What follows belongs to an exercise in optimizing a design on an open flow for a short achievable clock period and few clock cycles; a production flow would make more cautious choices. RTL that was checked went through simulation tests only; none was proved equivalent to the original. Only the layout flow was run in runs 2 and 3; the RTL was not checked for function there. Power figures rest on the tool's default switching activity, not on a simulated workload.

## flow/standard.sh

```bash
#!/bin/bash
# synth_recipe.tcl (not shown) runs the flow's synth.tcl, then flattens the netlist and writes it again
# the make line also repeats each setting of config.mk as NAME=value (left out here)
make -C /OpenROAD-flow-scripts/flow DESIGN_CONFIG=/design/flow/config.mk WORK_HOME=/design/flow/orfs CLKGATE_MAP_FILE= SYNTH_SCRIPT=/design/flow/synth_recipe.tcl "${@:-finish}"
```

## flow/design.v

```verilog
package mw_pkg;
    typedef logic [32-1:0] addr_t;
    typedef logic [32-1:0] word_t;
    typedef logic [31:0]               bytes_t;
    typedef logic [31:0]               words_t;
    typedef logic [8:0]                beats_t;    
    typedef logic [7:0]                axlen_t;
    localparam int BYTES_PER_WORD = 32 / 8;
    localparam logic [2:0] AXI_AWSIZE = 3'($clog2(BYTES_PER_WORD));
    localparam logic [1:0] AXI_AWBURST_INCR = 2'b01;
    localparam logic [BYTES_PER_WORD-1:0] AXI_WSTRB_ALL = '1;
    typedef struct packed {
        addr_t  base_addr;
        addr_t  high_addr;     
        bytes_t portion_size;
    } mem_cfg_t;
    typedef struct packed {
        addr_t  awaddr;
        axlen_t awlen;
    } aw_beat_t;
    typedef struct packed {
        word_t wdata;
        logic  wlast;
    } w_beat_t;
    typedef struct packed {
        words_t fifo_words;
        words_t remain_words;
        addr_t  cur_addr;
    } plan_in_t;
    typedef enum logic [2:0] {
        IDLE,
        WAIT_DATA,
        PLAN,
        WRITE,
        WAIT_B
    } engine_state_e;
endpackage
`timescale 1ns/10ps
module memory_writer (
    input  logic                                CLK,
    input  logic                                RESET,
    input  mw_pkg::word_t                       s_tdata,
    input  logic                                s_tvalid,
    output logic                                s_tready,
    output mw_pkg::aw_beat_t                    aw,
    output logic                                awvalid,
    input  logic                                awready,
    output logic [2:0]                          awsize,
    output logic [1:0]                          awburst,
    output mw_pkg::w_beat_t                     w,
    output logic                                wvalid,
    input  logic                                wready,
    output logic [mw_pkg::BYTES_PER_WORD-1:0]   wstrb,
    input  logic                                bvalid,
    output logic                                bready,
    input  mw_pkg::mem_cfg_t                    cfg,
    input  logic                                run,
    input  logic                                stop,
    output logic                                status,
    output logic                                done,
    output mw_pkg::bytes_t                      transmitted_bytes,
    output mw_pkg::addr_t                       current_address
);
    localparam int DEPTH = 16;
    localparam int PTR_W = $clog2(DEPTH);
    localparam int CNT_W = $clog2(DEPTH + 1);
    assign awsize  = mw_pkg::AXI_AWSIZE;
    assign awburst = mw_pkg::AXI_AWBURST_INCR;
    assign wstrb   = mw_pkg::AXI_WSTRB_ALL;
    function automatic logic lt30(input logic [29:0] a, input logic [29:0] b);
        logic [31:0] l, g;
        logic [31:0] l2, g2;
        l = {2'b00, ~a & b};
        g = {2'b00, a & ~b};
        for (int w = 1; w < 32; w = w * 2) begin
            l2 = '0;
            g2 = '0;
            for (int i = 0; i < 32; i = i + 2 * w) begin
                l2[i] = l[i + w] | (~g[i + w] & l[i]);
                g2[i] = g[i + w] | (~l[i + w] & g[i]);
            end
            l = l2;
            g = g2;
        end
        lt30 = l[0];
    endfunction
    function automatic logic lt30g(input logic [29:0] a, input logic [29:0] b);
        logic [31:0] aa, bb;
        logic [7:0]  gl, ge;
        logic        r;
        aa = {2'b00, a};
        bb = {2'b00, b};
        for (int k = 0; k < 8; k++) begin
            gl[k] = aa[4*k +: 4] < bb[4*k +: 4];
            ge[k] = aa[4*k +: 4] == bb[4*k +: 4];
        end
        r = gl[7]
            | (ge[7] & gl[6])
            | (ge[7] & ge[6] & gl[5])
            | (ge[7] & ge[6] & ge[5] & gl[4])
            | (ge[7] & ge[6] & ge[5] & ge[4] & gl[3])
            | (ge[7] & ge[6] & ge[5] & ge[4] & ge[3] & gl[2])
            | (ge[7] & ge[6] & ge[5] & ge[4] & ge[3] & ge[2] & gl[1])
            | (ge[7] & ge[6] & ge[5] & ge[4] & ge[3] & ge[2] & ge[1] & gl[0]);
        lt30g = r;
    endfunction
    function automatic logic eqinc26(input logic [25:0] h, input logic [25:0] x);
        logic [26:0] t;
        logic        ok;
        t  = {1'b0, h ^ x};
        ok = t[0];
        for (int i = 0; i < 26; i++) begin
            ok = ok & (t[i] ? (x[i] == t[i + 1]) : !t[i + 1]);
        end
        eqinc26 = ok;
    endfunction
    function automatic logic over16(input logic [30:0] x);
        over16 = (x[30:5] != '0) || (x[4] && x[3:0] != '0);
    endfunction
    function automatic logic [4:0] page16(input logic [29:0] a);
        page16 = (a[9:4] == 6'h3F) ? (5'd16 - {1'b0, a[3:0]}) : 5'd16;
    endfunction
    function automatic logic [15:0] therm(input logic [4:0] v);
        for (int k = 0; k < 16; k++) therm[k] = (v > 5'(k));
    endfunction
    function automatic logic [4:0] unterm(input logic [15:0] t);
        logic [4:0] l;
        l[4] = t[15];
        l[3] = t[7] & !t[15];
        l[2] = (t[3] & !t[7]) | (t[11] & !t[15]);
        l[1] = (t[1] & !t[3]) | (t[5] & !t[7]) | (t[9] & !t[11]) | (t[13] & !t[15]);
        l[0] = (t[0] & !t[1]) | (t[2] & !t[3]) | (t[4] & !t[5]) | (t[6] & !t[7])
             | (t[8] & !t[9]) | (t[10] & !t[11]) | (t[12] & !t[13]) | (t[14] & !t[15]);
        unterm = l;
    endfunction
    function automatic logic [17:0] pickt(input logic [15:0] tp, input logic [15:0] th,
                                          input logic hbig, input logic [15:0] tr,
                                          input logic rbig);
        pickt = {tp & th & tr,
                 !hbig && ((th & ~tp) == '0) && ((th & ~tr) == '0),
                 !rbig && ((tr & ~tp) == '0) && ((tr & ~th) == '0)};
    endfunction
    logic        start;
    logic        fin;
    logic        stop_seen;
    logic [29:0] cur;           
    logic [29:0] aw_next;       
    logic [29:0] cfg_base_w, cfg_high_w;
    logic        in_range, in_range_q;
    logic [29:0] base_q, high_q;
    logic [31:0] portion_q;
    logic [15:0] td_rem, td_base, tp_rem, tp_base, tr_first;
    logic        eq_rem, eqi_rem, le_rem, eq_base, eqi_base, le_base, rbig_first;
    logic        hbig_rem, hbig_base;
    logic [15:0] th_rem, th_base;
    assign start      = run && !status;
    assign cfg_base_w = cfg.base_addr[31:2];
    assign cfg_high_w = cfg.high_addr[31:2];
    assign in_range   = !lt30g(aw_next, cfg_base_w) && lt30g(aw_next, cfg_high_w);
    always_ff @(posedge CLK) begin
        in_range_q <= in_range;
        base_q     <= cfg_base_w;
        high_q     <= cfg_high_w;
        portion_q  <= cfg.portion_size;
        eq_rem     <= cfg_high_w[29:4] == aw_next[29:4];
        eqi_rem    <= eqinc26(cfg_high_w[29:4], aw_next[29:4]);
        le_rem     <= cfg_high_w[3:0] <= aw_next[3:0];
        td_rem     <= therm(cfg_high_w[4:0] - aw_next[4:0]);
        eq_base    <= cfg_high_w[29:4] == cfg_base_w[29:4];
        eqi_base   <= eqinc26(cfg_high_w[29:4], cfg_base_w[29:4]);
        le_base    <= cfg_high_w[3:0] <= cfg_base_w[3:0];
        td_base    <= therm(cfg_high_w[4:0] - cfg_base_w[4:0]);
        tp_rem     <= therm(page16(aw_next));
        tp_base    <= therm(page16(cfg_base_w));
        rbig_first <= (cfg.portion_size[31:7] != '0)
                      || (cfg.portion_size[6] && cfg.portion_size[5:0] != '0);
        tr_first   <= ((cfg.portion_size[31:7] != '0)
                       || (cfg.portion_size[6] && cfg.portion_size[5:0] != '0))
                      ? 16'hFFFF
                      : therm(cfg.portion_size[6:2] + 5'(cfg.portion_size[1:0] != 2'b00));
    end
    logic [DEPTH-1:0][31:0] mem;    
    logic [DEPTH-1:0] wr_oh;        
    logic [PTR_W-1:0] rd_ptr;
    logic [DEPTH-1:0] count_t;      
    logic [DEPTH-1:0] count_t_nx;
    logic             wne_q;        
    logic             push, pop;
    logic             full_nx;
    assign wne_q = count_t[0];
    assign push = s_tvalid && s_tready;
    always_ff @(posedge CLK) begin
        for (int i = 0; i < DEPTH; i++) begin
            if (s_tready && wr_oh[i]) mem[i] <= s_tdata;
        end
    end
    localparam logic [2:0] P_IDLE = 3'd0, P_INIT = 3'd1, P_B = 3'd2, P_C = 3'd3,
                           P_A1 = 3'd4, P_A2 = 3'd5;
    logic [2:0]  pst;
    logic [29:0] pa;            
    logic [30:0] pr;            
    logic [24:0] pa_hi_inc;     
    logic [25:0] pr_hi_dec;     
    logic [15:0] tp_q, td_q, trr_q;
    logic        eq_q, eqi_q, le_q;
    logic        hbig_a;
    logic [15:0] th_a, tr_a;
    logic [4:0]  pl_q;
    logic        rbig_q;
    logic        pwrap_q, plast_q, pdone;
    logic [5:0]  pa_lo, pr_lo;
    logic [17:0] pick_rem, pick_base, pick_a, pick_i;
    logic [3:0][4:0] pq_len;
    logic [3:0]      pq_wrap;
    logic [2:0]  pq_w, pq_a, pq_r;
    logic [2:0]  pq_used_a, pq_used_r;
    logic        pq_space;
    assign pq_used_a = pq_w - pq_a;
    assign pq_used_r = pq_w - pq_r;
    assign pq_space  = !pq_used_a[2] && !pq_used_r[2];
    always_comb begin
        hbig_rem  = !(eq_rem || (eqi_rem && le_rem));
        hbig_base = !(eq_base || (eqi_base && le_base));
        th_rem    = hbig_rem ? 16'hFFFF : td_rem;
        th_base   = hbig_base ? 16'hFFFF : td_base;
        pick_rem  = pickt(tp_rem, th_rem, hbig_rem, tr_first, rbig_first);
        pick_base = pickt(tp_base, th_base, hbig_base, tr_first, rbig_first);
        hbig_a    = !(eq_q || (eqi_q && le_q));
        th_a      = hbig_a ? 16'hFFFF : td_q;
        tr_a      = rbig_q ? 16'hFFFF : trr_q;
        pick_a    = pickt(tp_q, th_a, hbig_a, tr_a, rbig_q);
        pick_i    = (pst == P_INIT) ? (in_range_q ? pick_rem : pick_base) : pick_a;
        pa_lo     = {1'b0, pa[4:0]} + {1'b0, pl_q};
        pr_lo     = {1'b0, pr[4:0]} - {1'b0, pl_q};
    end
    logic [15:0] aw_out;        
    logic [15:0] ws_out;        
    logic [31:0] w_lead;        
    logic        lead_pos, lead_zero;
    logic        aw_ok_q, aw_blk_q, aw_chg, aw_cond;
    logic        aw_load, w_load, w_start, w_new, b_hs;
    logic        wgo_q, plan_nx, room_nx, neg_nx, stopc_nx;
    logic [2:0]  pw_r;
    logic [4:0]  w_rem;         
    logic [4:0]  w_len;
    logic [4:0]  hd_len_q;      
    logic        hd_wrap_q;
    logic        hd_ok_q;       
    logic [5:0]  aw_lo;
    logic [24:0] aw_hi_inc;     
    logic [29:0] aw_nx_q;       
    logic [3:0]  aw_lm1_q;      
    logic [29:0] aw_addr;
    logic [3:0]  aw_len;
    logic [31:0] w_data;
    logic        w_last;
    logic [29:0] words_sent;
    logic        all_planned, status_nx;
    always_comb begin
        b_hs    = bvalid && bready;
        aw_lo   = {1'b0, aw_next[4:0]} + {1'b0, hd_len_q};
        w_new   = (w_rem == '0);
        lead_pos  = w_lead[16];
        lead_zero = w_lead[15] && !w_lead[16];
        aw_cond = status && (pq_w != pq_a) && !aw_out[15]
                  && (lead_pos || (!stop_seen && lead_zero && w_new && wne_q));
        aw_load = aw_ok_q && (!awvalid || awready);
        aw_chg  = aw_load || (pst == P_INIT);
        w_load  = status && (wne_q || push) && (!w_new || wgo_q) && (!wvalid || wready);
        w_start = w_load && w_new;
        pop     = w_load;
        w_len   = !w_new ? w_rem : (pq_w != pq_r) ? pq_len[pq_r[1:0]] : pl_q;
        all_planned = pdone && (pq_w == pq_a) && (pq_w == pq_r);
        fin     = status && !awvalid && !wvalid && w_new && lead_zero
                  && (!aw_out[0] || (!aw_out[1] && bvalid))
                  && (all_planned || stop_seen);
        status_nx = start || (status && !fin);
        pw_r    = pq_w - pq_r + 3'(pst == P_B);
        plan_nx = (pst == P_INIT) || (pst == P_A2)
                  || (w_start ? (pw_r != 3'd1) : (pw_r != 3'd0));
        case ({w_start, b_hs})
            2'b10:   room_nx = !ws_out[14];
            2'b01:   room_nx = 1'b1;
            default: room_nx = !ws_out[15];
        endcase
        case ({w_start, aw_load})
            2'b10:   neg_nx = !w_lead[14];     
            2'b01:   neg_nx = !w_lead[16];     
            default: neg_nx = !w_lead[15];     
        endcase
        stopc_nx = !(stop_seen || (stop && status)) || neg_nx;
        case ({push, pop})
            2'b10:   count_t_nx = {count_t[DEPTH-2:0], 1'b1};
            2'b01:   count_t_nx = {1'b0, count_t[DEPTH-1:1]};
            default: count_t_nx = count_t;
        endcase
        full_nx  = count_t_nx[DEPTH-1];
    end
    assign aw.awaddr = {aw_addr, 2'b00};
    assign aw.awlen  = {4'd0, aw_len};
    assign w.wdata   = w_data;
    assign w.wlast   = w_last;
    assign current_address   = {cur, 2'b00};
    assign transmitted_bytes = {words_sent, 2'b00};
    always_ff @(posedge CLK) begin
        pa_hi_inc <= pa[29:5] + 1'b1;
        pr_hi_dec <= pr[30:5] - 1'b1;
        aw_hi_inc <= aw_next[29:5] + 1'b1;
        hd_len_q  <= pq_len[pq_a[1:0]];
        hd_wrap_q <= pq_wrap[pq_a[1:0]];
        aw_nx_q   <= hd_wrap_q ? base_q : {aw_lo[5] ? aw_hi_inc : aw_next[29:5], aw_lo[4:0]};
        aw_lm1_q  <= 4'(hd_len_q - 1'b1);
        case (pst)
            P_INIT: begin
                pa <= cur;
                pr <= {1'b0, portion_q[31:2]} + 31'(portion_q[1:0] != 2'b00);
            end
            P_C: begin
                pa <= pwrap_q ? base_q : {pa_lo[5] ? pa_hi_inc : pa[29:5], pa_lo[4:0]};
                pr <= {pr_lo[5] ? pr_hi_dec : pr[30:5], pr_lo[4:0]};
            end
            P_A1: begin
                tp_q   <= therm(page16(pa));
                eq_q   <= high_q[29:4] == pa[29:4];
                eqi_q  <= eqinc26(high_q[29:4], pa[29:4]);
                le_q   <= high_q[3:0] <= pa[3:0];
                td_q   <= therm(high_q[4:0] - pa[4:0]);
                rbig_q <= over16(pr);
                trr_q  <= therm(pr[4:0]);
            end
            default: ;
        endcase
        if (pst == P_INIT || pst == P_A2) begin
            pl_q    <= unterm(pick_i[17:2]);
            pwrap_q <= pick_i[1];
            plast_q <= pick_i[0];
        end
        if (pst == P_B) begin
            pq_len[pq_w[1:0]]  <= pl_q;
            pq_wrap[pq_w[1:0]] <= pwrap_q;
        end
    end
    always_ff @(posedge CLK) begin
        if (RESET) begin
            aw_addr <= '0;
            aw_len  <= '0;
            w_data  <= '0;
            w_last  <= 1'b0;
        end else begin
            if (aw_load) begin
                aw_addr <= aw_next;
                aw_len  <= aw_lm1_q;
            end
            if (w_load) begin
                w_data <= wne_q ? mem[rd_ptr] : s_tdata;
                w_last <= (w_len == 5'd1);
            end
        end
    end
    always_ff @(posedge CLK) begin
        if (RESET) begin
            status     <= 1'b0;
            done       <= 1'b0;
            s_tready   <= 1'b0;
            bready     <= 1'b0;
            stop_seen  <= 1'b0;
            aw_next    <= '0;
            cur        <= '0;
            words_sent <= '0;
            pst        <= P_IDLE;
            pdone      <= 1'b0;
            wr_oh      <= DEPTH'(1);
            rd_ptr     <= '0;
            count_t    <= '0;
            pq_w       <= '0;
            pq_a       <= '0;
            pq_r       <= '0;
            aw_out     <= '0;
            ws_out     <= '0;
            w_lead     <= 32'h0000_FFFF;
            aw_ok_q    <= 1'b0;
            aw_blk_q   <= 1'b0;
            hd_ok_q    <= 1'b0;
            wgo_q      <= 1'b0;
            awvalid    <= 1'b0;
            wvalid     <= 1'b0;
            w_rem      <= '0;
        end else begin
            done     <= 1'b0;
            s_tready <= status_nx && !full_nx;
            aw_blk_q <= aw_chg;
            if (start) begin
                cur        <= in_range ? aw_next : cfg_base_w;
                status     <= 1'b1;
                bready     <= 1'b1;
                stop_seen  <= 1'b0;
                words_sent <= '0;
                pst        <= P_INIT;
                pdone      <= 1'b0;
                wr_oh      <= DEPTH'(1);
                rd_ptr     <= '0;
                count_t    <= '0;
                pq_w       <= '0;
                pq_a       <= '0;
                pq_r       <= '0;
                aw_ok_q    <= 1'b0;
                hd_ok_q    <= 1'b0;
                wgo_q      <= 1'b0;
            end else begin
                if (fin) begin
                    status <= 1'b0;
                    bready <= 1'b0;
                    done   <= all_planned;
                end
                if (stop && status) stop_seen <= 1'b1;
                case (pst)
                    P_INIT: begin
                        aw_next <= cur;
                        pst     <= P_B;
                    end
                    P_B: begin
                        pq_w  <= pq_w + 1'b1;
                        pdone <= plast_q;
                        pst   <= P_C;
                    end
                    P_C:  pst <= P_A1;
                    P_A1: if (!pdone && pq_space) pst <= P_A2;
                    P_A2: pst <= P_B;
                    default: ;
                endcase
                if (push) wr_oh <= {wr_oh[DEPTH-2:0], wr_oh[DEPTH-1]};
                if (pop)  rd_ptr <= rd_ptr + 1'b1;
                count_t <= count_t_nx;
                aw_ok_q <= aw_cond && hd_ok_q && !aw_chg && !aw_blk_q;
                hd_ok_q <= (pq_w != pq_a) && !aw_chg;
                if (aw_load) begin
                    awvalid <= 1'b1;
                    pq_a    <= pq_a + 1'b1;
                    aw_next <= aw_nx_q;
                end else if (awready) begin
                    awvalid <= 1'b0;
                end
                wgo_q <= plan_nx && room_nx && stopc_nx;
                if (w_load) begin
                    wvalid <= 1'b1;
                    w_rem  <= w_len - 1'b1;
                    if (w_new) pq_r <= pq_r + 1'b1;
                end else if (wready) begin
                    wvalid <= 1'b0;
                end
                if (wvalid && wready) words_sent <= words_sent + 1'b1;
                case ({aw_load, b_hs})
                    2'b10:   aw_out <= {aw_out[14:0], 1'b1};
                    2'b01:   aw_out <= {1'b0, aw_out[15:1]};
                    default: ;
                endcase
                case ({w_start, b_hs})
                    2'b10:   ws_out <= {ws_out[14:0], 1'b1};
                    2'b01:   ws_out <= {1'b0, ws_out[15:1]};
                    default: ;
                endcase
                case ({w_start, aw_load})
                    2'b10:   w_lead <= {w_lead[30:0], 1'b1};
                    2'b01:   w_lead <= {1'b0, w_lead[31:1]};
                    default: ;
                endcase
            end
        end
    end
endmodule
```

## flow/flow/run.sh

```bash
#!/bin/bash
# Own layout flow: the standard flow (standard.sh) with two changes to how
# the layout is made:
#  - every port buffer is a sky130_fd_sc_hd__buf_4 rather than the flow's
#    default pick (a delay cell);
#  - the slow many-input OR/NOR/AOI cells are added to the platform's
#    don't-use list, so synthesis and repair build logic from faster cells.
# Registers, their names and cell types are those of the standard synthesis.
# make's full output goes to flow_make.log here; ORFS keeps each step's log
# under orfs/logs/.
set -euo pipefail
PLATFORM_DONT_USE="$(sed -n '/^export DONT_USE_CELLS/,/^#/p' "$FLOW_HOME/platforms/sky130hd/config.mk" \
  | grep -o 'sky130_fd_sc_hd__[a-z0-9_]*' | tr '\n' ' ')"
SLOW=""
for c in $(cat flow/slow_cells.txt); do SLOW="$SLOW $c"; done
bash standard.sh \
  "BUFFER_PORTS_ARGS=-buffer_cell sky130_fd_sc_hd__buf_4" \
  "DONT_USE_CELLS=$PLATFORM_DONT_USE$SLOW" \
  finish > flow_make.log 2>&1
```

## flow/constraint.sdc

```tcl
create_clock -name core_clock -period 6.0 [get_ports {CLK}]
set_input_delay 1.2000 -clock core_clock [delete_from_list [all_inputs] [get_ports {CLK}]]
set_output_delay 1.2000 -clock core_clock [all_outputs]
set_load 0.01 [all_outputs]
```

## flow/flow/slow_cells.txt

```
sky130_fd_sc_hd__a2111o_1
sky130_fd_sc_hd__a2111o_2
sky130_fd_sc_hd__a2111o_4
sky130_fd_sc_hd__a2111oi_0
sky130_fd_sc_hd__a2111oi_1
sky130_fd_sc_hd__a2111oi_2
sky130_fd_sc_hd__a2111oi_4
sky130_fd_sc_hd__a311o_1
sky130_fd_sc_hd__a311o_2
sky130_fd_sc_hd__a311o_4
sky130_fd_sc_hd__a311oi_1
sky130_fd_sc_hd__a311oi_2
sky130_fd_sc_hd__a311oi_4
sky130_fd_sc_hd__a41o_1
sky130_fd_sc_hd__a41o_2
sky130_fd_sc_hd__a41o_4
sky130_fd_sc_hd__a41oi_1
sky130_fd_sc_hd__a41oi_2
sky130_fd_sc_hd__a41oi_4
sky130_fd_sc_hd__nor3_1
sky130_fd_sc_hd__nor3_2
sky130_fd_sc_hd__nor3_4
sky130_fd_sc_hd__nor3b_1
sky130_fd_sc_hd__nor3b_2
sky130_fd_sc_hd__nor3b_4
sky130_fd_sc_hd__nor4_1
sky130_fd_sc_hd__nor4_2
sky130_fd_sc_hd__nor4_4
sky130_fd_sc_hd__nor4b_1
sky130_fd_sc_hd__nor4b_2
sky130_fd_sc_hd__nor4b_4
sky130_fd_sc_hd__nor4bb_1
sky130_fd_sc_hd__nor4bb_2
sky130_fd_sc_hd__nor4bb_4
sky130_fd_sc_hd__o2111a_1
sky130_fd_sc_hd__o2111a_2
sky130_fd_sc_hd__o2111a_4
sky130_fd_sc_hd__o2111ai_1
sky130_fd_sc_hd__o2111ai_2
sky130_fd_sc_hd__o2111ai_4
sky130_fd_sc_hd__o311a_1
sky130_fd_sc_hd__o311a_2
sky130_fd_sc_hd__o311a_4
sky130_fd_sc_hd__o311ai_0
sky130_fd_sc_hd__o311ai_1
sky130_fd_sc_hd__o311ai_2
sky130_fd_sc_hd__o311ai_4
sky130_fd_sc_hd__o41a_1
sky130_fd_sc_hd__o41a_2
sky130_fd_sc_hd__o41a_4
sky130_fd_sc_hd__o41ai_1
sky130_fd_sc_hd__o41ai_2
sky130_fd_sc_hd__o41ai_4
sky130_fd_sc_hd__or3_1
sky130_fd_sc_hd__or3_2
sky130_fd_sc_hd__or3_4
sky130_fd_sc_hd__or3b_1
sky130_fd_sc_hd__or3b_2
sky130_fd_sc_hd__or3b_4
sky130_fd_sc_hd__or4_1
sky130_fd_sc_hd__or4_2
sky130_fd_sc_hd__or4_4
sky130_fd_sc_hd__or4b_1
sky130_fd_sc_hd__or4b_2
sky130_fd_sc_hd__or4b_4
sky130_fd_sc_hd__or4bb_1
sky130_fd_sc_hd__or4bb_2
sky130_fd_sc_hd__or4bb_4
sky130_fd_sc_hd__fa_1
sky130_fd_sc_hd__fa_2
sky130_fd_sc_hd__fa_4
sky130_fd_sc_hd__fah_1
sky130_fd_sc_hd__fahcin_1
sky130_fd_sc_hd__fahcon_1
sky130_fd_sc_hd__ha_1
sky130_fd_sc_hd__ha_2
sky130_fd_sc_hd__ha_4
sky130_fd_sc_hd__maj3_1
sky130_fd_sc_hd__maj3_2
sky130_fd_sc_hd__maj3_4
sky130_fd_sc_hd__and4_1
sky130_fd_sc_hd__and4_2
sky130_fd_sc_hd__and4_4
sky130_fd_sc_hd__and4b_1
sky130_fd_sc_hd__and4b_2
sky130_fd_sc_hd__and4b_4
sky130_fd_sc_hd__and4bb_1
sky130_fd_sc_hd__and4bb_2
sky130_fd_sc_hd__and4bb_4
sky130_fd_sc_hd__nand4_1
sky130_fd_sc_hd__nand4_2
sky130_fd_sc_hd__nand4_4
sky130_fd_sc_hd__nand4b_1
sky130_fd_sc_hd__nand4b_2
sky130_fd_sc_hd__nand4b_4
sky130_fd_sc_hd__nand4bb_1
sky130_fd_sc_hd__nand4bb_2
sky130_fd_sc_hd__nand4bb_4
```

## flow/config.mk

```make
export PLATFORM = sky130hd
export DESIGN_NAME = memory_writer
export DESIGN_NICKNAME = memory_writer
export VERILOG_FILES = /design/flow/design.v
export SDC_FILE = /design/flow/constraint.sdc
export NUM_CORES = 4
export LEC_CHECK = 0
export ABC_CLOCK_PERIOD_IN_PS = 2000
export CAP_MARGIN = 20
export CORE_MARGIN = 2
export CORE_UTILIZATION = 55
export SETUP_SLACK_MARGIN = 3.6
export SLEW_MARGIN = 20
```

==> metrics.cfg, run 1 <==
[power_and_ir_drop]
p_per_area_nw_per_um2 = 297
peakVddDrop_mv = 0.286
p_leak_uw = 0.0232

[floorplan]
die_w_um = 317
start_util = 0.556
dieArea_um2 = 100000
die_h_um = 317
io_pins = 288
core_um2 = 96900
row_count = 114

[setup_path]
critical_path_class = in2reg
startpoint_type = primary input
required_ns = 6.67
crit_fanout = 5
cp.arrival_ns = 3.22
critPathCaptureType = register

[global_routing]
grt_pass1_wl_um = 228000
grt_pass1_vias = 36400
grt_max_degree = 84
grt_util_all_layers = 0.306
antenna_found_initial = 6
grt.overflow.total = 0

[routing]
drc_errors = 0
wl_per_cell_um = 24.1
wl_um = 156000
drt_first_pass_iters = 10
drt_iter0_drc = 3519
postRouteAntennaNets = 0
vias = 37900
vias_per_cell = 5.88

[place]
place_area_um2 = 56800
gp_congestion = 0.941
pre_cts_ws_ns = 2.03
dp_hpwl_um = 92400
port_buffers = 264

[sta]
finClkSkew_ns = 0.0298
period_needed_ns = 2.56
setup_tns_ns = 0
max_freq_mhz = 391
fin_ws_ns = 3.44
slew_viol_final = 0
finalSetupViolations = 0
worst_pin_slew_ns = 1.00
fin_crit_sh = 0.426
rsz0062_at_grt = true
finalHoldViolCount = 0
slew_headroom = 0.333

[synthesis]
synth_most_common_cell = edfxtp_1
synth_area_um2 = 53900
synthFlopType = edfxtp_1
synth.largest_area_cell = edfxtp_1
yosys_warnings = 1
synthTopCellsByCount = edfxtp_1, nand2_1, dfxtp_1
syn_area_per_cell_um2 = 11.4
netlist.area_leader.share = 0.366
synth_cells = 4706
synth_seq_area_share = 0.581
synth_edf_count = 656
synthArstFlopShare = 0
ys_ff_latch = 1237
ys_types = 74
ys_top_cells_by_area = edfxtp_1, dfxtp_1, mux4_2

[hold_path]
hp-class = reg2reg

[cells_and_area]
design_area_um2 = 65000
syn2layout_area_growth_pct = 20.6
final_util = 0.671
drive_above_1_share = 0.258
nets = 5210

[clock_network]
clk_latency_ns = 0.77
clock_path_buffers = 3
clk_pin_slew_worst_paths_ns = 0.06
tritoncts = built
cts_num_sinks = 1237
htreeDepth = 4
ctsHoldBuffers = 0
cts_buffers = 132
clock-root-buffer = clkbuf_16

[run]
maxCapViolations = 0

[outcome]
status = finished clean

[cells by family after synthesis]
kind of cell	count (synthesis)	synth area share
AO/OA/AOI/OAI	887	0.107
other	2	0.000139
multiplexers	326	0.101
flip-flops	1237	0.581
AND/OR/NAND/NOR	1523	0.127
XOR/XNOR	297	0.0486
buffers and inverters	434	0.0354
[registers in the layout, summed over array words and instances, names as in the netlist, 31 cells and up]
| name | count |
|---|---|
| w_data | 32 |
| mem | 512 |
| pr | 31 |
| portion_q | 32 |
| w_lead | 32 |
[cells in the final DEF (no fill, tap or decap), types with 23 or more instances in the layout]
cell and count:
mux4_2 171, nand2_1 584, and2_1 35, nand3_1 147
mux2_2 26, dfxtp_2 123, nand2b_1 72, a211oi_2 35
nor2b_1 48, buf_6 151, a22oi_1 39, o21ai_1 35
mux2i_1 127, nor2_1 429, o22ai_1 57, clkbuf_16 137
xnor2_1 169, dfxtp_4 49, edfxtp_1 656, dfxtp_1 409
o21ai_0 222, inv_1 114, buf_4 317, a31oi_1 36
clkinv_2 23, buf_12 28, a21oi_1 173, o21bai_1 31
and3_1 67, xor2_1 112, a211oi_1 59, clkbuf_1 34
[per-layer routing]
metal  track usage  vias to the layer above  share of wire
li1              -                    17600              -
met1         0.397                    18800           0.41
met2         0.515                     1203           0.49
met3        0.0502                      286          0.064
met4         0.123                       10          0.038
met5             0                        -        0.00037
[final timing paths]
kind | startpoint | to | slack (ns) | depth (start not counted)
max | cfg[42] | cur[14] | 3.44 | 12
min | aw_lm1_q[0] | aw_len[0] | 0.44 | 2
max reg2reg | aw_next[8] | cur[14] | 3.52 | 11
min reg2reg | aw_lm1_q[0] | aw_len[0] | 0.44 | 2
[stage by stage]
step	hold WS, ns	cells	power, uW
6_report	0.439	6453	19300
3_5_place_dp	0.430	6006	11100
4_1_cts	0.440	6394	19300
3_3_place_gp	0.433	6006	11000
5_1_grt	0.456	6453	19900
2_1_floorplan	0.417	4726	10500
[worst max-delay path, cell delays in order]
cell      delay, ns
buf_12         0.11
nor2b_4        0.13
a211oi_4       0.30
o21ai_1        0.12
a32oi_1        0.23
o21a_1         0.18
o211ai_2       0.13
buf_12         0.16
and3_4         0.17
buf_12         0.13
buf_12         0.13
a211oi_2       0.21
[where the power goes]
group          switching (uW)  total, uW  internal, uW
Combinational             999       1730           733
Clock                    3370       8090          4720
Sequential                260       9440          9180
Total                    4630      19300         14600
[layout make-up]
type	instances	area [um2]
diodes	1	2.50
clock inverters	49	529
well taps	1276	1600
fillers	7292	31900
flip-flops and latches	1237	31700
clock buffers	187	3750
repair buffers	512	5060
inverters	126	492
multi-input cells	3065	21900
[timing repair]
item                       4_1_cts  5_1_grt
buffers inserted               137       54
resized for setup              413      147
pin swaps                       14       33
setup endpoints to repair      451      449
cloned                          15        4
Testbench counts, summed over its fixed seeds: cycles 82,609.
==> run 2, diff against run 1 <==
--- a/flow/design.v
+++ b/flow/design.v
@@ -179,6 +179,15 @@
                       ? 16'hFFFF
                       : therm(cfg.portion_size[6:2] + 5'(cfg.portion_size[1:0] != 2'b00));
     end
+    logic [29:0] cur_keep, cur_in, cur_out;
+    always_comb begin
+        cur_keep = (!RESET && !start) ? cur : '0;
+        cur_in   = (!RESET && start) ? aw_next : '0;
+        cur_out  = (!RESET && start) ? cfg_base_w : '0;
+    end
+    always_ff @(posedge CLK) begin
+        cur <= in_range ? (cur_in | cur_keep) : (cur_out | cur_keep);
+    end
     logic [DEPTH-1:0][31:0] mem;    
     logic [DEPTH-1:0] wr_oh;        
     logic [PTR_W-1:0] rd_ptr;
@@ -365,7 +374,6 @@
             bready     <= 1'b0;
             stop_seen  <= 1'b0;
             aw_next    <= '0;
-            cur        <= '0;
             words_sent <= '0;
             pst        <= P_IDLE;
             pdone      <= 1'b0;
@@ -390,7 +398,6 @@
             s_tready <= status_nx && !full_nx;
             aw_blk_q <= aw_chg;
             if (start) begin
-                cur        <= in_range ? aw_next : cfg_base_w;
                 status     <= 1'b1;
                 bready     <= 1'b1;
                 stop_seen  <= 1'b0;
--- a/flow/flow/slow_cells.txt
+++ b/flow/flow/slow_cells.txt
@@ -78,21 +78,3 @@
 sky130_fd_sc_hd__maj3_1
 sky130_fd_sc_hd__maj3_2
 sky130_fd_sc_hd__maj3_4
-sky130_fd_sc_hd__and4_1
-sky130_fd_sc_hd__and4_2
-sky130_fd_sc_hd__and4_4
-sky130_fd_sc_hd__and4b_1
-sky130_fd_sc_hd__and4b_2
-sky130_fd_sc_hd__and4b_4
-sky130_fd_sc_hd__and4bb_1
-sky130_fd_sc_hd__and4bb_2
-sky130_fd_sc_hd__and4bb_4
-sky130_fd_sc_hd__nand4_1
-sky130_fd_sc_hd__nand4_2
-sky130_fd_sc_hd__nand4_4
-sky130_fd_sc_hd__nand4b_1
-sky130_fd_sc_hd__nand4b_2
-sky130_fd_sc_hd__nand4b_4
-sky130_fd_sc_hd__nand4bb_1
-sky130_fd_sc_hd__nand4bb_2
-sky130_fd_sc_hd__nand4bb_4
--- a/flow/config.mk
+++ b/flow/config.mk
@@ -9,5 +9,5 @@
 export CAP_MARGIN = 20
 export CORE_MARGIN = 2
 export CORE_UTILIZATION = 55
-export SETUP_SLACK_MARGIN = 3.6
+export SETUP_SLACK_MARGIN = 3.8
 export SLEW_MARGIN = 20
==> run 2 against run 1 <==
  * Global-route usage shrank 0.22 points
  * Register-to-register slack got worse by 0.06 ns
  * Synthesized area is 0.68% lower
  * Worst hold slack lost 0.010 ns
  * Routed wire length rose by 0.61%
  * Flip-flop and latch count stayed put
  * Largest cell class unchanged
==> metrics.cfg, run 2 <==
[synthesis]
netlist.area_leader.share = 0.368  ; +0.00250
synth-simple-area-share = 0.128  ; +0.000749
synth_seq_area_share = 0.585  ; +0.00397
yosys_warnings = 1  ; unchanged
synthTopCellsByCount = edfxtp_1, dfxtp_1, nand2_1
synth_fa_ha_area_frac = 0  ; unchanged
yosys.area_share.xor_xnor = 0.0501  ; +0.00152
synth.largest_area_cell = edfxtp_1
ys_types = 79  ; +6.8%
synthArstFlopShare = 0  ; unchanged
synth_area_um2 = 53500  ; -0.68%
synth_edf_count = 656  ; unchanged
synthFlopType = edfxtp_1
synth_compound_area_frac = 0.103  ; -0.00336
synth_most_common_cell = edfxtp_1
syn_area_per_cell_um2 = 11.6  ; +1.4%
ys_ff_latch = 1237  ; unchanged
synthMuxAreaShare = 0.0996  ; -0.00127
synth_top_family_by_area = simple AND/OR/NAND/NOR gates
ys_top_cells_by_area = edfxtp_1, dfxtp_1, mux4_2
synth_cells = 4610  ; -2.0%

[routing]
postRouteAntennaNets = 0  ; unchanged
wl_um = 157000  ; +0.61%
vias_per_cell = 5.96  ; +1.4%
vias = 38700  ; +2.0%
drt_first_pass_iters = 6  ; -4
drt_iter0_drc = 3737  ; +6.2%
drc_errors = 0  ; unchanged
wl_per_cell_um = 24.2  ; about the same

[sta]
rsz0062_at_grt = true
fin_crit_sh = 0.436  ; +0.00962
fin_ws_ns = 3.38  ; -0.0577 ns
setup_tns_ns = 0  ; unchanged
slew_viol_final = 0  ; unchanged
slew_headroom = 0.433  ; +0.100
finalHoldViolCount = 0  ; unchanged
finClkSkew_ns = 0.0223  ; -0.00751 ns
finalSetupViolations = 0  ; unchanged
max_freq_mhz = 382  ; -2.2%
period_needed_ns = 2.62  ; +0.0577 ns
worst_pin_slew_ns = 0.851  ; -0.150 ns

[cells_and_area]
final_common_cell = edfxtp_1
regMostFlops = mem
multi_input_area_um2 = 22600  ; +3.3%
fillers = 7029  ; -3.6%
largest_register_ffs = 512  ; unchanged
drive_above_1_share = 0.306  ; +0.0482
layoutNonFillerInstCount = 6491  ; +0.59%
mostFrequentLayoutCells = edfxtp_1, nand2_1, dfxtp_1
syn2layout_area_growth_pct = 25.9
seqCellArea_um2 = 31700  ; +0.17%
nets = 5239  ; +0.56%

[global_routing]
grt.overflow.total = 0  ; unchanged
grt_max_degree = 100  ; +19%
antenna_found_initial = 3  ; -3
grt_pass1_wl_um = 228000  ; about the same
grt_util_all_layers = 0.304  ; -0.00223
grt_pass1_vias = 36900  ; +1.2%

[floorplan]
core_um2 = 96600  ; -0.29%
dieArea_um2 = 99800  ; -0.67%
io_pins = 288  ; unchanged
start_util = 0.554  ; -0.00214
die_h_um = 316  ; -0.34%
row_count = 114  ; unchanged
die_w_um = 316  ; -0.34%

[place]
pre_cts_ws_ns = 2.29  ; +0.265 ns
dp.cells = 5922  ; -1.4%
dp_hpwl_um = 89100  ; -3.6%
gp_congestion = 0.943  ; +0.30%
port_buffers = 264  ; unchanged

[setup_path]
required_ns = 6.63  ; -0.04 ns
crit_fanout = 5  ; unchanged
startpoint_type = primary input
critical_path_class = in2reg
cp_cell_sequence = buf_12, nor2b_4, o21ai_4, o221ai_2, a32oi_1, nand4_1, a21oi_4, buf_6, buf_12, a21oi_4, o31a_1
critPathSlowestCell = nand4_1
r2r_cells = 11  ; unchanged
critPathMaxStageDelay_ns = 0.31  ; about the same
critPathCaptureType = register
cp.arrival_ns = 3.24  ; +0.02 ns

[hold_path]
hold_path_depth = 2  ; unchanged
hp-class = reg2reg

[clock_network]
clock-root-buffer = clkbuf_16
cts_num_sinks = 1237  ; unchanged
htreeDepth = 4  ; unchanged
clock_path_buffers = 3  ; unchanged
clk_latency_ns = 0.75  ; -0.02 ns
tritoncts = built
clk_pin_slew_worst_paths_ns = 0.06  ; about the same
ctsHoldBuffers = 0  ; unchanged
cts_buffers = 135  ; +2.3%

[power_and_ir_drop]
peakVddDrop_mv = 0.402  ; +41%
p_leak_uw = 0.0240  ; +3.2%
p_per_area_nw_per_um2 = 294  ; -0.99%

[outcome]
status = finished clean

[run]
maxCapViolations = 0  ; unchanged

==> run 2: cell types whose count changed after synthesis, moves of 27 or more <==
cell     previous run  this run
nand2_1           587       521
nand3_1           153        93
xnor2_1           176       221
nand4_1             0        41
and4_1              0        40
nor2_1            446       412
xor2_1            119        85
a31oi_1            51        21
and3_1             85        58
==> run 2: kinds of logic after synthesis <==
| group | after synthesis |
|---|---|
| compound gates | 883 |
| xor+xnor | 306 |
| buf+inv | 421 |
| flops | 1237 |
| mux | 315 |
| other cells | 2 |
| simple gates | 1446 |
==> run 2: per-layer routing <==
| metal | wire (um) | vias to the layer above | share of wire | global-route usage |
|---|---|---|---|---|
| li1 | - | 17700 | - | - |
| met1 | 64700 | 19200 | 0.41 | 0.408 |
| met2 | 75900 | 1418 | 0.48 | 0.500 |
| met3 | 10400 | 327 | 0.066 | 0.0488 |
| met4 | 5780 | 4 | 0.037 | 0.114 |
| met5 | 25 | - | 0.00016 | 0 |
==> run 2: final cells by class <==
cell class | count | share of cell area
diodes | 2 | 0.0000743
clock buffers | 186 | 0.0562
clock inverters | 61 | 0.0100
inverters | 122 | 0.00730
multi-input cells | 2985 | 0.335
flip-flops and latches | 1237 | 0.471
well taps | 1276 | 0.0237
repair buffers | 621 | 0.0969
repair inverters | 1 | 0.0000743
==> run 2: critical path: cells and delay by family <==
family | cells | cell delay [ns]
AOI/OAI and AO/OA | 6 | 1.18
buffers and inverters | 3 | 0.42
and+or+nand+nor | 2 | 0.44
==> run 2: path summary, 6_finish.rpt <==
kind	start	endpoint	slack (ns)
setup reg to reg	aw_next[21]	cur[3]	3.46
hold / removal	aw_lm1_q[0]	aw_len[0]	0.43
setup / recovery	cfg[79]	cur[28]	3.38
hold reg to reg	aw_lm1_q[0]	aw_len[0]	0.43
==> run 2: where the power goes <==
part	internal [uW]	switching, uW
logic	911	1130
registers	9180	253
clock network	4880	3430
==> run 2: stage by stage <==
step	hold WS (ns)	total power, uW	utilization	cell area [um2]
after global placement	0.430	11100	0.589	56900
after CTS	0.434	19700	0.676	65300
after floorplan	0.417	10500	-	54500
after detailed placement	0.434	11100	0.589	56900
final	0.429	19800	0.698	67400
after global routing	0.463	20400	0.698	67400
==> run 2: timing repair <==
| action | CTS | global route |
|---|---|---|
| pin swaps | 83 | 107 |
| resized for setup | 589 | 240 |
| cloned | 25 | 17 |
| endpoints found under the setup margin | 532 | 507 |
| setup buffers | 186 | 92 |
==> run 3, diff against run 2 <==
--- a/flow/design.v
+++ b/flow/design.v
@@ -146,47 +146,17 @@
     logic [29:0] cur;           
     logic [29:0] aw_next;       
     logic [29:0] cfg_base_w, cfg_high_w;
-    logic        in_range, in_range_q;
+    logic        in_range;
     logic [29:0] base_q, high_q;
     logic [31:0] portion_q;
-    logic [15:0] td_rem, td_base, tp_rem, tp_base, tr_first;
-    logic        eq_rem, eqi_rem, le_rem, eq_base, eqi_base, le_base, rbig_first;
-    logic        hbig_rem, hbig_base;
-    logic [15:0] th_rem, th_base;
     assign start      = run && !status;
     assign cfg_base_w = cfg.base_addr[31:2];
     assign cfg_high_w = cfg.high_addr[31:2];
     assign in_range   = !lt30g(aw_next, cfg_base_w) && lt30g(aw_next, cfg_high_w);
     always_ff @(posedge CLK) begin
-        in_range_q <= in_range;
         base_q     <= cfg_base_w;
         high_q     <= cfg_high_w;
         portion_q  <= cfg.portion_size;
-        eq_rem     <= cfg_high_w[29:4] == aw_next[29:4];
-        eqi_rem    <= eqinc26(cfg_high_w[29:4], aw_next[29:4]);
-        le_rem     <= cfg_high_w[3:0] <= aw_next[3:0];
-        td_rem     <= therm(cfg_high_w[4:0] - aw_next[4:0]);
-        eq_base    <= cfg_high_w[29:4] == cfg_base_w[29:4];
-        eqi_base   <= eqinc26(cfg_high_w[29:4], cfg_base_w[29:4]);
-        le_base    <= cfg_high_w[3:0] <= cfg_base_w[3:0];
-        td_base    <= therm(cfg_high_w[4:0] - cfg_base_w[4:0]);
-        tp_rem     <= therm(page16(aw_next));
-        tp_base    <= therm(page16(cfg_base_w));
-        rbig_first <= (cfg.portion_size[31:7] != '0)
-                      || (cfg.portion_size[6] && cfg.portion_size[5:0] != '0);
-        tr_first   <= ((cfg.portion_size[31:7] != '0)
-                       || (cfg.portion_size[6] && cfg.portion_size[5:0] != '0))
-                      ? 16'hFFFF
-                      : therm(cfg.portion_size[6:2] + 5'(cfg.portion_size[1:0] != 2'b00));
-    end
-    logic [29:0] cur_keep, cur_in, cur_out;
-    always_comb begin
-        cur_keep = (!RESET && !start) ? cur : '0;
-        cur_in   = (!RESET && start) ? aw_next : '0;
-        cur_out  = (!RESET && start) ? cfg_base_w : '0;
-    end
-    always_ff @(posedge CLK) begin
-        cur <= in_range ? (cur_in | cur_keep) : (cur_out | cur_keep);
     end
     logic [DEPTH-1:0][31:0] mem;    
     logic [DEPTH-1:0] wr_oh;        
@@ -218,7 +188,7 @@
     logic        rbig_q;
     logic        pwrap_q, plast_q, pdone;
     logic [5:0]  pa_lo, pr_lo;
-    logic [17:0] pick_rem, pick_base, pick_a, pick_i;
+    logic [17:0] pick_a;
     logic [3:0][4:0] pq_len;
     logic [3:0]      pq_wrap;
     logic [2:0]  pq_w, pq_a, pq_r;
@@ -228,17 +198,10 @@
     assign pq_used_r = pq_w - pq_r;
     assign pq_space  = !pq_used_a[2] && !pq_used_r[2];
     always_comb begin
-        hbig_rem  = !(eq_rem || (eqi_rem && le_rem));
-        hbig_base = !(eq_base || (eqi_base && le_base));
-        th_rem    = hbig_rem ? 16'hFFFF : td_rem;
-        th_base   = hbig_base ? 16'hFFFF : td_base;
-        pick_rem  = pickt(tp_rem, th_rem, hbig_rem, tr_first, rbig_first);
-        pick_base = pickt(tp_base, th_base, hbig_base, tr_first, rbig_first);
         hbig_a    = !(eq_q || (eqi_q && le_q));
         th_a      = hbig_a ? 16'hFFFF : td_q;
         tr_a      = rbig_q ? 16'hFFFF : trr_q;
         pick_a    = pickt(tp_q, th_a, hbig_a, tr_a, rbig_q);
-        pick_i    = (pst == P_INIT) ? (in_range_q ? pick_rem : pick_base) : pick_a;
         pa_lo     = {1'b0, pa[4:0]} + {1'b0, pl_q};
         pr_lo     = {1'b0, pr[4:0]} - {1'b0, pl_q};
     end
@@ -285,7 +248,7 @@
                   && (all_planned || stop_seen);
         status_nx = start || (status && !fin);
         pw_r    = pq_w - pq_r + 3'(pst == P_B);
-        plan_nx = (pst == P_INIT) || (pst == P_A2)
+        plan_nx = (pst == P_A2)
                   || (w_start ? (pw_r != 3'd1) : (pw_r != 3'd0));
         case ({w_start, b_hs})
             2'b10:   room_nx = !ws_out[14];
@@ -321,8 +284,15 @@
         aw_lm1_q  <= 4'(hd_len_q - 1'b1);
         case (pst)
             P_INIT: begin
-                pa <= cur;
-                pr <= {1'b0, portion_q[31:2]} + 31'(portion_q[1:0] != 2'b00);
+                pa     <= cur;
+                pr     <= {1'b0, portion_q[31:2]} + 31'(portion_q[1:0] != 2'b00);
+                tp_q   <= therm(page16(cur));
+                eq_q   <= high_q[29:4] == cur[29:4];
+                eqi_q  <= eqinc26(high_q[29:4], cur[29:4]);
+                le_q   <= high_q[3:0] <= cur[3:0];
+                td_q   <= therm(high_q[4:0] - cur[4:0]);
+                rbig_q <= (portion_q[31:7] != '0) || (portion_q[6] && portion_q[5:0] != '0);
+                trr_q  <= therm(portion_q[6:2] + 5'(portion_q[1:0] != 2'b00));
             end
             P_C: begin
                 pa <= pwrap_q ? base_q : {pa_lo[5] ? pa_hi_inc : pa[29:5], pa_lo[4:0]};
@@ -339,10 +309,10 @@
             end
             default: ;
         endcase
-        if (pst == P_INIT || pst == P_A2) begin
-            pl_q    <= unterm(pick_i[17:2]);
-            pwrap_q <= pick_i[1];
-            plast_q <= pick_i[0];
+        if (pst == P_A2) begin
+            pl_q    <= unterm(pick_a[17:2]);
+            pwrap_q <= pick_a[1];
+            plast_q <= pick_a[0];
         end
         if (pst == P_B) begin
             pq_len[pq_w[1:0]]  <= pl_q;
@@ -374,6 +344,7 @@
             bready     <= 1'b0;
             stop_seen  <= 1'b0;
             aw_next    <= '0;
+            cur        <= '0;
             words_sent <= '0;
             pst        <= P_IDLE;
             pdone      <= 1'b0;
@@ -398,6 +369,7 @@
             s_tready <= status_nx && !full_nx;
             aw_blk_q <= aw_chg;
             if (start) begin
+                cur        <= in_range ? aw_next : cfg_base_w;
                 status     <= 1'b1;
                 bready     <= 1'b1;
                 stop_seen  <= 1'b0;
@@ -423,7 +395,7 @@
                 case (pst)
                     P_INIT: begin
                         aw_next <= cur;
-                        pst     <= P_B;
+                        pst     <= P_A2;
                     end
                     P_B: begin
                         pq_w  <= pq_w + 1'b1;
==> run 3 against run 2 <==
  * Register-to-register slack is essentially flat
  * Clock power shrank 11%
  * Utilization is essentially flat
  * Via count shrank 7.6%
  * Die area shrank 5.9%
  * Sequential share of layout area grew 0.48 points
  * Still clean
  * Largest power group unchanged
  * Worst hold slack gained 0.0072 ns
  * Critical path type unchanged
  * Design area shrank 6.5%
  * Flip-flop and latch count shrank 88
==> metrics.cfg, run 3 <==
[outcome]
status = finished clean

[global_routing]
grt_pass1_wl_um = 211000  ; -7.5%
antenna_found_initial = 6  ; +3
grt_util_all_layers = 0.295  ; -0.00934
grt_pass1_vias = 34300  ; -6.8%
grt.overflow.total = 0  ; unchanged
grt_max_degree = 83  ; -17%

[clock_network]
cts_buffers = 117  ; -13%
htreeDepth = 3  ; -1
clk_latency_ns = 0.72  ; -0.03 ns
ctsHoldBuffers = 0  ; unchanged
clk_pin_slew_worst_paths_ns = 0.06  ; about the same
cts_num_sinks = 1149  ; -7.1%
clock_path_buffers = 3  ; unchanged
clock-root-buffer = clkbuf_16
tritoncts = built

[cells_and_area]
largest_register_ffs = 512  ; unchanged
fillers = 6465  ; -8.0%
drive_above_1_share = 0.308  ; +0.00270
nets = 4846  ; -7.5%
mostFrequentLayoutCells = edfxtp_1, nand2_1, buf_4
regMostFlops = mem
final_common_cell = edfxtp_1
final_util = 0.698  ; about the same
syn2layout_area_growth_pct = 25.3

[place]
port_buffers = 264  ; unchanged
dp_hpwl_um = 78300  ; -12%
gp_congestion = 0.898  ; -4.8%

[hold_path]
hp-class = reg2reg
hp-start = aw_lm1_q[2]

[synthesis]
synth_seq_area_share = 0.588  ; +0.00228
synth_cells = 4242  ; -8.0%
ys_types = 77  ; -2.5%
synth_area_um2 = 50300  ; -6.0%
synth.largest_area_cell = edfxtp_1
netlist.area_leader.share = 0.392  ; +0.0235
ys_top_cells_by_area = edfxtp_1, dfxtp_1, mux4_2
synth_most_common_cell = edfxtp_1
synthTopCellsByCount = edfxtp_1, dfxtp_1, nand2_1
synthFlopType = edfxtp_1
syn_area_per_cell_um2 = 11.9  ; +2.2%
ys_ff_latch = 1149  ; -7.1%
yosys_warnings = 1  ; unchanged
synth_edf_count = 656  ; unchanged
synthArstFlopShare = 0  ; unchanged

[power_and_ir_drop]
p_leak_uw = 0.0220  ; -8.1%
p_total_uw = 18400  ; -7.0%
peakVddDrop_mv = 0.294  ; -27%
p_per_area_nw_per_um2 = 292  ; -0.53%

[sta]
period_needed_ns = 2.63  ; +0.0138 ns
slew_headroom = 0.329  ; -0.104
setup_tns_ns = 0  ; unchanged
finalSetupViolations = 0  ; unchanged
worst_pin_slew_ns = 1.01  ; +0.156 ns
slew_viol_final = 0  ; unchanged
finalHoldViolCount = 0  ; unchanged
max_freq_mhz = 380  ; -0.52%
fin_crit_sh = 0.438  ; +0.00230
rsz0062_at_grt = true
finClkSkew_ns = 0.0378  ; +0.0155 ns

[floorplan]
die_h_um = 306  ; -3.0%
dieArea_um2 = 93900  ; -5.9%
core_um2 = 90300  ; -6.5%
io_pins = 288  ; unchanged
start_util = 0.557  ; +0.00304
row_count = 110  ; -3.5%
die_w_um = 306  ; -3.0%

[setup_path]
crit_fanout = 9  ; +4
cp_top_family = compound AO/OA/AOI/OAI gates
critPathSlowestCell = a31oi_4
critPathCaptureType = register
startpoint_type = primary input
path_buf_inv = 2  ; -1
critPathMaxStageDelay_ns = 0.34  ; +0.03 ns
cp_cell_sequence = buf_4, xnor2_2, nand4_1, nor2_2, o211ai_1, a31oi_4, o21ai_4, a21o_4, buf_12, a211oi_2
cp.arrival_ns = 3.24  ; about the same
r2r-start = aw_next[18]
required_ns = 6.61  ; -0.02 ns
critical_path_class = in2reg
crit_path_start = cfg[53]

[routing]
postRouteAntennaNets = 0  ; unchanged
drt_first_pass_iters = 8  ; +2
wl_per_cell_um = 23.9  ; -1.1%
vias_per_cell = 5.97  ; +0.15%
vias = 35800  ; -7.6%
wl_um = 143000  ; -8.7%
drt_iter0_drc = 3489  ; -6.6%
drc_errors = 0  ; unchanged

[run]
maxCapViolations = 0  ; unchanged

## run 3: changes by cell type in the layout (fill, tap and decap cells not counted), moves of 24 or more
cell,previous run,this run
a211oi_2,32,75
a21oi_1,155,198
dfxtp_1,398,310
mux2i_1,93,117
nand2_1,494,466
nor2_1,386,357
o21ai_0,222,172
o21ai_1,52,18
o22ai_1,56,22
xnor2_1,196,163
xor2_1,83,107
## run 3: what timing repair did
item / 4_1_cts / 5_1_grt
setup buffers: 197 / 76
setup endpoints to repair: 579 / 376
pin swaps: 48 / 101
cloned: 29 / 11
gates resized for setup: 560 / 169
## run 3: power breakdown
group	internal (uW)	switching (uW)	total, uW
logic	915	1170	2090
clock network	4210	3160	7380
registers	8640	304	8940
## run 3: worst paths after layout
path	depth (start not counted)	slack, ns	endpoint
worst max-delay path	10	3.37	cur[3]
worst min-delay path	2	0.44	aw_len[2]
worst max register to register	9	3.46	cur[3]
worst min register to register	2	0.44	aw_len[2]
## run 3: stage by stage
| step | hold slack [ns] | instance area (um2) | instances | setup slack, ns |
|---|---|---|---|---|
| 3_3_place_gp | 0.439 | 53500 | 5454 | 1.96 |
| 2_1_floorplan | 0.417 | 51100 | 4260 | 3.19 |
| 6_report | 0.436 | 63000 | 5992 | 3.37 |
| 5_1_grt | 0.466 | 63000 | 5991 | 3.39 |
| 3_5_place_dp | 0.444 | 53500 | 5454 | 1.94 |
| 4_1_cts | 0.439 | 61500 | 5903 | 3.49 |
## run 3: metal layers
layer  vias to the layer above  global-route usage  routed length [um]
li1                      16400                   -                   -
met1                     17900               0.401               59800
met2                      1245               0.497               70200
met3                       239              0.0449                9110
met4                         4              0.0752                3930
met5                         -                   0                  23
## run 3: cells by family (layout without fill, tap and decap cells)
group / Yosys count / after routing / share of synthesized area
and+or+nand+nor: 1272 / 1278 / 0.116
buffers and inverters: 386 / 930 / 0.0333
muxes: 322 / 322 / 0.107
AOI/OAI and AO/OA: 816 / 820 / 0.104
DFF: 1149 / 1149 / 0.588
xor gates and xnor gates: 295 / 295 / 0.0517
other: 2 / 22 / 0.000149
## run 3: cell type report
class	instances	area, um2	area share
Clock inverter	58	582	0.00923
Clock buffer	165	3350	0.0531
Antenna cell	2	5.00	0.0000794
Inverter	94	357	0.00566
Sequential cell	1149	30000	0.476
Multi-Input combinational cell	2735	20900	0.332
Timing Repair Buffer	613	6400	0.102
Tap cell	1176	1470	0.0233
## run 3: worst reg2reg max path, stage by stage, from the launching register on
cell and delay, ns:
dfxtp_2 0.52, xnor2_2 0.16, nand4_1 0.21, nor2_2 0.19, o211ai_1 0.21, a31oi_4 0.34, o21ai_4 0.14, a21o_4 0.30
buf_12 0.18, a211oi_2 0.19

[separate check: timing with driven ports]
In the flow no input, the clock included, has a driving cell. The finished layouts below were timed again as built, in two steps.
Step 1, drivers: a clkbuf_16 drives CLK and a buf_2 each remaining input, both assumed.
Step 2 also shifts input and output timing later by t, the mid clock arrival at the registers, as if the neighbouring blocks saw the same clock.
Slacks: ideal / step 1 / step 2; pairs: ideal / step 1.
run | shift t [ns] | slack for setup (ns) | worst slew at a driven data input, ns
run 1 | 0.830 | 3.443 / 3.451 / 2.621 | 0.13
run 2 | 0.818 | 3.385 / 3.413 / 2.595 | 0.11
run 3 | 0.776 | 3.371 / 3.416 / 2.639 | 0.16
After both steps every run listed still meets setup and hold. The setup slack of run 1, which loses most, moves by +0.008 ns with the drivers and by -0.822 ns with both steps.
